Context: an optimization exercise on an open-source flow, tuned for small area, a short achievable clock period and few clock cycles per item. The choices shown serve that exercise and are no tape-out recipe. At most, simulation tests tie the RTL to the original design; equivalence was not proved.

==> flow/design.v <==
package instr_register_pkg;
   localparam int unsigned NUM_REGS = 32;
   typedef logic [4:0]         address_t;
   typedef logic signed [31:0] operand_t;
   typedef logic signed [63:0] result_t;
   typedef enum logic [3:0] {
      ZERO  = 4'd0,
      PASSA = 4'd1,
      PASSB = 4'd2,
      ADD   = 4'd3,
      SUB   = 4'd4,
      MULT  = 4'd5,
      DIV   = 4'd6,
      MOD   = 4'd7
   } opcode_t;
   typedef struct packed {
      opcode_t  opc;
      operand_t a;
      operand_t b;
   } instruction_t;
endpackage
module instr_reader_alu
(
   input  logic        mul,
   input  logic [31:0] v,
   input  logic [31:0] y,
   input  logic [2:0]  bd,
   input  logic        ysgn,
   input  logic        qin,
   output logic [31:0] v_next,
   output logic [1:0]  obits
);
   logic one, two, neg;
   always_comb begin
      if (mul) begin
         one = bd[1] ^ bd[0];
         two = (bd[2] & ~bd[1] & ~bd[0]) | (~bd[2] & bd[1] & bd[0]);
         neg = bd[2];
      end else begin
         one = 1'b1;
         two = 1'b0;
         neg = ~ysgn;
      end
   end
   logic [33:0] xa, ya, s;
   always_comb begin
      xa = {{2{mul & v[31]}}, v};
      ya = ({34{one}} & {{2{y[31]}}, y}) | ({34{two}} & {y[31], y, 1'b0});
      ya = ya ^ {34{neg}};
   end
   logic [33:0] g0, p0;
   logic [34:0] gg, pp;
   always_comb begin
      g0 = xa & ya;
      p0 = xa ^ ya;
      gg = {g0, neg};
      pp = {p0, 1'b0};
      for (int d = 1; d < 35; d = d * 2)
         for (int k = 2 * d - 1; k < 35; k = k + 2 * d) begin
            gg[k] = gg[k] | (pp[k] & gg[k - d]);
            pp[k] = pp[k] & pp[k - d];
         end
      for (int d = 16; d >= 1; d = d / 2)
         for (int k = 3 * d - 1; k < 35; k = k + 2 * d) begin
            gg[k] = gg[k] | (pp[k] & gg[k - d]);
            pp[k] = pp[k] & pp[k - d];
         end
      for (int i = 0; i < 34; i++) s[i] = p0[i] ^ gg[i];
   end
   logic take;
   assign take = ~s[32];
   always_comb begin
      if (mul) begin
         v_next = s[33:2];
         obits  = s[1:0];
      end else begin
         v_next = take ? {s[30:0], qin} : {v[30:0], qin};
         obits  = {1'b0, take};
      end
   end
endmodule
module instr_reader
(
   input  logic         clk,
   input  logic         reset,
   input  logic         start,
   input  instr_register_pkg::address_t     start_addr,
   input  logic [5:0]   num_instr,
   output instr_register_pkg::address_t     read_pointer,
   input  instr_register_pkg::instruction_t instruction_word,
   output logic         result_valid,
   input  logic         result_ready,
   output instr_register_pkg::result_t      result,
   output instr_register_pkg::address_t     result_addr,
   output instr_register_pkg::opcode_t      result_opc,
   output logic         div_by_zero,
   output logic         busy,
   output logic         done
);
   localparam int RM  = 8;         
   localparam int NGM = 32 / RM;
   localparam int RD  = 4;         
   localparam int NGD = 32 / RD;
   logic [5:0]  fetch_cnt;        
   logic        instr_v;          
   logic [2:0]  step;             
   instr_register_pkg::instruction_t instr_q;
   logic [63:0] res_q;
   wire [3:0]   opc = instr_q.opc;
   wire [31:0]  a   = instr_q.a;
   wire [31:0]  b   = instr_q.b;
   function automatic logic [3:0] groups_u(input logic [31:0] x);
      groups_u = '0;
      for (int j = 0; j < NGD; j++)
         if (x[j*RD +: RD] != '0) groups_u = 4'(j + 1);
   endfunction
   function automatic logic [2:0] groups_s(input logic [31:0] x);
      groups_s = 3'(NGM);
      for (int n = NGM - 1; n >= 1; n--)
         if (((x ^ {32{x[31]}}) >> (n*RM - 1)) == '0)
            groups_s = 3'(n);
   endfunction
   wire        op_mul  = (opc == instr_register_pkg::MULT);
   wire        op_div  = (opc == instr_register_pkg::DIV);
   wire        op_mod  = (opc == instr_register_pkg::MOD);
   wire        op_add  = (opc == instr_register_pkg::ADD);
   wire        op_sub  = (opc == instr_register_pkg::SUB);
   wire        op_pa   = (opc == instr_register_pkg::PASSA);
   wire        op_pb   = (opc == instr_register_pkg::PASSB);
   wire        sa      = a[31];
   wire        sb      = b[31];
   wire        b_zero  = (b == '0);
   function automatic logic [31:0] cneg(input logic [31:0] x, input logic n);
      logic [31:0] xi;
      logic [8:0]  cb;
      logic        c;
      xi    = x ^ {32{n}};
      cb[0] = n;
      for (int k = 0; k < 8; k++) cb[k+1] = cb[k] & (&xi[4*k +: 4]);
      for (int k = 0; k < 8; k++) begin
         c = cb[k];
         for (int i = 4*k; i < 4*k + 4; i++) begin
            cneg[i] = xi[i] ^ c;
            c       = xi[i] & c;
         end
      end
   endfunction
   wire [31:0] abs_a   = cneg(a, sa);
   wire [31:0] bm      = b ^ {32{sb}};         
   wire [3:0]  na      = groups_u(abs_a);
   wire [3:0]  nb      = groups_u(bm);
   wire        quick   = (na < nb);             
   wire [3:0]  kd_raw  = na - nb;               
   wire [2:0]  kd_m1   = (kd_raw > 4'(NGD - 1)) ? 3'(NGD - 1) : 3'(kd_raw);
   wire        long_div = (op_div || op_mod) && !b_zero && !quick;
   wire [2:0]  ga      = groups_s(a);
   wire [2:0]  gb      = groups_s(b);
   wire        swap    = (ga < gb);
   wire [1:0]  gm_m1   = op_mul ? 2'((swap ? ga : gb) - 3'd1) : 2'd0;
   wire [2:0]  last_step = long_div ? kd_m1 : {1'b0, gm_m1};
   wire        first   = (step == '0);
   wire        last    = (step == last_step);
   logic [31:0] h0, mb, hi0, lo0;
   always_comb begin
      h0 = (op_add || op_sub || op_pa || (op_mod && !b_zero)) ? a : '0;
      if (op_mul)                mb = swap ? a : b;
      else if (op_add || op_pb)  mb = 32'd1;
      else if (op_sub)           mb = '1;
      else                       mb = '0;
      if (long_div) begin
         hi0 = abs_a >> (int'(kd_m1) * RD + RD - 1);
         lo0 = abs_a << (32 - (int'(kd_m1) * RD + RD));
      end else begin
         hi0 = h0;
         lo0 = mb;
      end
   end
   logic [31:0] hi_in, lo_in;
   assign hi_in = first ? hi0 : res_q[63:32];
   assign lo_in = first ? lo0 : res_q[31:0];
   wire        use_a   = op_mul && !swap;
   wire [31:0] mop     = use_a ? a : b;
   logic        bprev;                       
   logic [RM:0] bwin;
   assign bwin  = {lo_in[RM-1:0], first ? 1'b0 : bprev};
   logic [31:0] vr [0:RD];
   logic [1:0]  ob [0:RD-1];
   assign vr[0] = hi_in;
   for (genvar i = 0; i < RD; i++) begin : g_row
      instr_reader_alu u_row (
         .mul    (!long_div),
         .v      (vr[i]),
         .y      (mop),
         .bd     (bwin[2*i +: 3]),
         .ysgn   (sb),
         .qin    (lo_in[30 - i]),
         .v_next (vr[i+1]),
         .obits  (ob[i])
      );
   end
   logic [RM-1:0] pbit;
   logic [RD-1:0] qbit;
   for (genvar i = 0; i < RD; i++) begin : g_bits
      assign pbit[2*i +: 2] = ob[i];
      assign qbit[RD-1-i]   = ob[i][0];
   end
   logic [63:0] wb, mul_t, next_res;
   logic [1:0]  msh;
   logic [31:0] lo_m, lo_d, dv;
   logic        dneg;
   always_comb begin
      lo_m    = {pbit, lo_in[31:RM]};         
      lo_d    = {lo_in[31-RD:0], qbit};       
      dv      = (op_div || !last) ? lo_d : {1'b0, vr[RD][31:1]};
      dneg    = last && (op_div ? (sa ^ sb) : sa);
      if (long_div) begin
         wb[31:0]  = cneg(dv, dneg);
         wb[63:32] = last ? {32{dneg && wb[31]}} : vr[RD];
      end else begin
         wb        = {vr[RD], lo_m};
      end
      msh      = (last && !long_div) ? ~gm_m1 : 2'd0;
      mul_t    = msh[1] ? {{16{wb[63]}}, wb[63:16]} : wb;
      next_res = msh[0] ? {{8{mul_t[63]}}, mul_t[63:8]} : mul_t;
   end
   logic replay;
   wire  out_free = !result_valid || result_ready;
   wire  go       = instr_v && !replay && out_free;
   logic result_idle;                         
   wire  res_free = result_idle || result_ready;
   wire  retire   = go && last;
   wire  fetch    = busy && (fetch_cnt != '0) && !replay && (!instr_v || last);
   always_ff @(posedge clk or posedge reset) begin
      if (reset) begin
         busy         <= 1'b0;
         done         <= 1'b0;
         result_valid <= 1'b0;
         result_idle  <= 1'b1;
         instr_v      <= 1'b0;
         replay       <= 1'b0;
         step         <= '0;
      end else begin
         if (!busy) begin
            if (start) begin
               busy <= 1'b1;
               done <= (num_instr == '0);
            end
         end else if (done) begin
            busy <= 1'b0;
            done <= 1'b0;
         end else if (result_valid && result_ready && !instr_v && fetch_cnt == '0) begin
            done <= 1'b1;
         end
         if (go) begin
            result_valid <= last;
            result_idle  <= !last;
         end else if (result_ready) begin
            result_valid <= 1'b0;
            result_idle  <= 1'b1;
         end
         if (go) step <= last ? '0 : step + 3'd1;
         replay <= fetch && instr_v && !go;
         if (fetch) instr_v <= 1'b1;
         else if (replay || retire) instr_v <= 1'b0;
      end
   end
   always_ff @(posedge clk) begin
      if (!busy && start) begin
         read_pointer <= start_addr;
         fetch_cnt    <= num_instr;
      end else if (fetch) begin
         read_pointer <= read_pointer + 5'd1;
         fetch_cnt    <= fetch_cnt - 6'd1;
      end else if (replay) begin
         read_pointer <= read_pointer - 5'd2;
         fetch_cnt    <= fetch_cnt + 6'd2;
      end
      if (fetch) instr_q <= instruction_word;
      if (res_free) begin
         res_q       <= next_res;
         result_addr <= read_pointer - 5'd1;
         result_opc  <= instr_register_pkg::opcode_t'(opc);
         div_by_zero <= (op_div || op_mod) && b_zero;
      end
      bprev <= lo_in[RM-1];
   end
   assign result = res_q;
endmodule
Settings: LEC_CHECK=0, CAP_MARGIN=5, CORE_MARGIN=2, CORE_UTILIZATION=60, CTS_BUF_LIST=sky130_fd_sc_hd__clkbuf_8, PLACE_DENSITY=0.7, SETUP_SLACK_MARGIN=5, SLEW_MARGIN=5; clock period 210.0 ns.
standard.sh (not shown) runs the stock make flow with config.mk's settings and CLKGATE_MAP_FILE= SYNTH_SCRIPT=/design/flow/synth_recipe.tcl, a recipe that flattens the netlist after the stock synthesis.
==> flow/flow/run.sh <==
#!/bin/bash
# Layout flow: the standard flow (standard.sh) with two changes.
#  1. Synthesis maps the combinational logic with flow/area.abc (two rounds
#     of dc2 AIG restructuring, then choice computation and &nf mapping,
#     instead of the delay-oriented restructuring of ORFS's speed script).
#     Everything else in synthesis is the standard flow's synth_recipe.tcl and ORFS's
#     synth.tcl unchanged, so the registers are those of the standard
#     synthesis.
#  2. Port buffers are sky130_fd_sc_hd__buf_1 cells.
# Each tool's output goes to a log of its own in this folder.
set -euo pipefail
W=$(pwd)
F=$W/flow

# ORFS's synth.tcl with the ABC script replaced
sed "s|^  log_cmd abc {\*}\$abc_args|  set abc_args [lreplace \$abc_args 1 1 $F/area.abc]\n  log_cmd abc {*}\$abc_args|" \
   "$FLOW_HOME/scripts/synth.tcl" > "$W/synth_area.tcl"
grep -q "area.abc" "$W/synth_area.tcl"
sed "s|source \$::env(SCRIPTS_DIR)/synth.tcl|source $W/synth_area.tcl|" \
   "$W/synth_recipe.tcl" > "$W/synth_recipe_area.tcl"
grep -q "synth_area.tcl" "$W/synth_recipe_area.tcl"
sed "s|SYNTH_SCRIPT=[^ ]*|SYNTH_SCRIPT=$W/synth_recipe_area.tcl|" \
   "$W/standard.sh" > "$W/standard_area.sh"
grep -q "synth_recipe_area.tcl" "$W/standard_area.sh"

export BUFFER_PORTS_ARGS="-buffer_cell sky130_fd_sc_hd__buf_1"

bash "$W/standard_area.sh" synth > "$W/synth.log" 2>&1
bash "$W/standard.sh" > "$W/layout.log" 2>&1
test -s "$W/out/final.def"
==> flow/flow/area.abc <==
strash
dc2
dc2
&get -n
&dch -f
&nf
&put
topo
stime -c
buffer -c
upsize -c
dnsize -c
Next try:
--- a/flow/design.v
+++ b/flow/design.v
@@ -202,28 +202,25 @@
    logic [RD-1:0] qbit;
    for (genvar i = 0; i < RD; i++) begin : g_bits
       assign pbit[2*i +: 2] = ob[i];
       assign qbit[RD-1-i]   = ob[i][0];
    end
-   logic [63:0] wb, mul_t, next_res;
+   logic [63:0] mul_t, mul_res, div_res, next_res;
    logic [1:0]  msh;
    logic [31:0] lo_m, lo_d, dv;
    logic        dneg;
    always_comb begin
       lo_m    = {pbit, lo_in[31:RM]};         
       lo_d    = {lo_in[31-RD:0], qbit};       
-      dv      = (op_div || !last) ? lo_d : {1'b0, vr[RD][31:1]};
-      dneg    = last && (op_div ? (sa ^ sb) : sa);
-      if (long_div) begin
-         wb[31:0]  = cneg(dv, dneg);
-         wb[63:32] = last ? {32{dneg && wb[31]}} : vr[RD];
-      end else begin
-         wb        = {vr[RD], lo_m};
-      end
-      msh      = (last && !long_div) ? ~gm_m1 : 2'd0;
-      mul_t    = msh[1] ? {{16{wb[63]}}, wb[63:16]} : wb;
-      next_res = msh[0] ? {{8{mul_t[63]}}, mul_t[63:8]} : mul_t;
+      msh     = last ? ~gm_m1 : 2'd0;
+      mul_t   = msh[1] ? {{16{vr[RD][31]}}, vr[RD], lo_m[31:16]} : {vr[RD], lo_m};
+      mul_res = msh[0] ? {{8{mul_t[63]}}, mul_t[63:8]} : mul_t;
+      dv      = op_div ? lo_d : {1'b0, vr[RD][31:1]};
+      dneg    = op_div ? (sa ^ sb) : sa;
+      div_res = {{32{dneg && (dv != '0)}}, cneg(dv, dneg)};
+      if (long_div) next_res = last ? div_res : {vr[RD], lo_d};
+      else          next_res = mul_res;
    end
    logic replay;
    wire  out_free = !result_valid || result_ready;
    wire  go       = instr_v && !replay && out_free;
    logic result_idle;                         
Routed wire length goes up by about 8%; final area goes up by about 2.5%; hold slack improves by 4.4 ps; first-iteration DRC count goes up by about 14%; non-clock buffer count goes up by 8.
Function was not checked in any run of this note: the RTL went through the layout flow alone.

========
Another version of the RTL of instr_reader (not shown whole).
Size: ~160 flip-flops, about 170 I/O pins, about 0.023 sq mm of cells after synthesis.
==> flow/config.mk <==
export PLATFORM = sky130hd
export DESIGN_NAME = instr_reader
export DESIGN_NICKNAME = instr_reader
export VERILOG_FILES = /design/flow/design.v
export SDC_FILE = /design/flow/constraint.sdc
export NUM_CORES = 8
export LEC_CHECK = 0
export CAP_MARGIN = 20
export CORE_MARGIN = 2
export CORE_UTILIZATION = 60
export CTS_BUF_LIST = sky130_fd_sc_hd__clkbuf_8
export PLACE_DENSITY = 0.7
export SETUP_SLACK_MARGIN = 5
export SLEW_MARGIN = 20
==> flow/constraint.sdc <==
create_clock -name core_clock -period 210.0 [get_ports {clk}]
set_input_delay 42.0000 -clock core_clock [delete_from_list [all_inputs] [get_ports {clk}]]
set_output_delay 42.0000 -clock core_clock [all_outputs]
set_load 0.01 [all_outputs]
Scripts as last shown in full above: flow/flow/run.sh, flow/flow/area.abc
The baseline passed the timing, design-rule and antenna checks.
Testbench counts at the start, summed over its fixed seeds: cycles 10,380, items 6,351.
Then changed:
--- a/flow/design.v
+++ b/flow/design.v
@@ -199,35 +199,38 @@
          .v_next (vr[i+1]),
          .obits  (ob[i])
       );
    end
    logic [RM-1:0] pbit;
    logic [RD-1:0] qbit;
    for (genvar i = 0; i < RD; i++) begin : g_bits
       assign pbit[2*i +: 2] = ob[i];
       assign qbit[RD-1-i]   = ob[i][0];
    end
-   logic [63:0] mul_t, mul_res, div_res, next_res;
+   logic [63:0] wb, mul_t, next_res;
    logic [1:0]  msh;
    logic [31:0] lo_m, lo_d, dv;
    logic        dneg;
    always_comb begin
       lo_m    = {pbit, lo_in[31:RM]};         
       lo_d    = {lo_in[31-RD:0], qbit};       
-      msh     = last ? ~gm_m1 : 2'd0;
-      mul_t   = msh[1] ? {{16{vr[RD][31]}}, vr[RD], lo_m[31:16]} : {vr[RD], lo_m};
-      mul_res = msh[0] ? {{8{mul_t[63]}}, mul_t[63:8]} : mul_t;
       dv      = (op_div || !last) ? lo_d : {1'b0, vr[RD][31:1]};
       dneg    = last && (op_div ? (sa ^ sb) : sa);
-      div_res[31:0]  = cneg(dv, dneg);
-      div_res[63:32] = last ? {32{dneg && div_res[31]}} : vr[RD];
-      next_res = long_div ? div_res : mul_res;
+      if (long_div) begin
+         wb[31:0]  = cneg(dv, dneg);
+         wb[63:32] = last ? {32{dneg && wb[31]}} : vr[RD];
+      end else begin
+         wb        = {vr[RD], lo_m};
+      end
+      msh      = (last && !long_div) ? ~gm_m1 : 2'd0;
+      mul_t    = msh[1] ? {{16{wb[63]}}, wb[63:16]} : wb;
+      next_res = msh[0] ? {{8{mul_t[63]}}, mul_t[63:8]} : mul_t;
    end
    logic replay;
    wire  out_free = !result_valid || result_ready;
    wire  go       = instr_v && !replay && out_free;
    logic result_idle;                         
    wire  res_free = result_idle || result_ready;
    wire  retire   = go && last;
    wire  fetch    = busy && (fetch_cnt != '0) && !replay && (!instr_v || last);
    always_ff @(posedge clk or posedge reset) begin
       if (reset) begin
The new run completed with no timing, DRC or antenna violations. Core utilization rises by 1.0 points. First-iteration DRC count rises by 7.9%. Final area falls by 0.60%. Wire length rises by 1.1%. Synthesized cell count falls by 2.9%. Clock skew rises by 7.3 ps. Fmax is about the same. Critical path depth stays the same. Register-to-register slack is worse by 1100 ps. Area after synthesis falls by 1.5%.
Testbench counts after the change, summed over its fixed seeds: cycles 10,380, items 6,351.

[separate check: timing with driven ports]
The flow's constraints put no driver on any port. The routed layouts listed below were extracted and timed again, unchanged, in two steps.
Step 1 (the two cells are an assumption about what drives the block):
set clk [get_ports {clk}]
set_driving_cell -lib_cell sky130_fd_sc_hd__clkbuf_16 $clk
set_driving_cell -lib_cell sky130_fd_sc_hd__buf_2 [delete_from_list [all_inputs] $clk]
Step 2, shift: input delay + t, output delay - t, t = (earliest + latest rising clock arrival at the registers) / 2. This alone moves slack from input paths to output paths.
Three values: ideal ports, drivers, drivers and shift; two values: the first two.
run | shift t [ns] | setup WS [ns] | hold WS [ns] | worst register clock-pin slew, ns | worst data-port slew with drivers (ns)
the first run of note 1 | 0.571 | 166.734 / 166.684 / 166.489 | 0.534 / 0.534 / 0.534 | 0.11 / 0.11 | 0.05
the second run of note 1 | 0.608 | 166.730 / 166.672 / 166.379 | 0.539 / 0.539 / 0.539 | 0.12 / 0.12 | 0.06
the first run of note 2 | 0.551 | 166.765 / 166.714 / 166.404 | 0.542 / 0.542 / 0.542 | 0.10 / 0.10 | 0.08
the second run of note 2 | 0.553 | 166.761 / 166.711 / 166.533 | 0.521 / 0.521 / 0.521 | 0.11 / 0.11 | 0.05
After both steps every run listed still meets setup and hold. For the first run of note 2, which loses most, drivers alone change the setup slack by -0.051 ns; drivers and shift together by -0.361 ns.
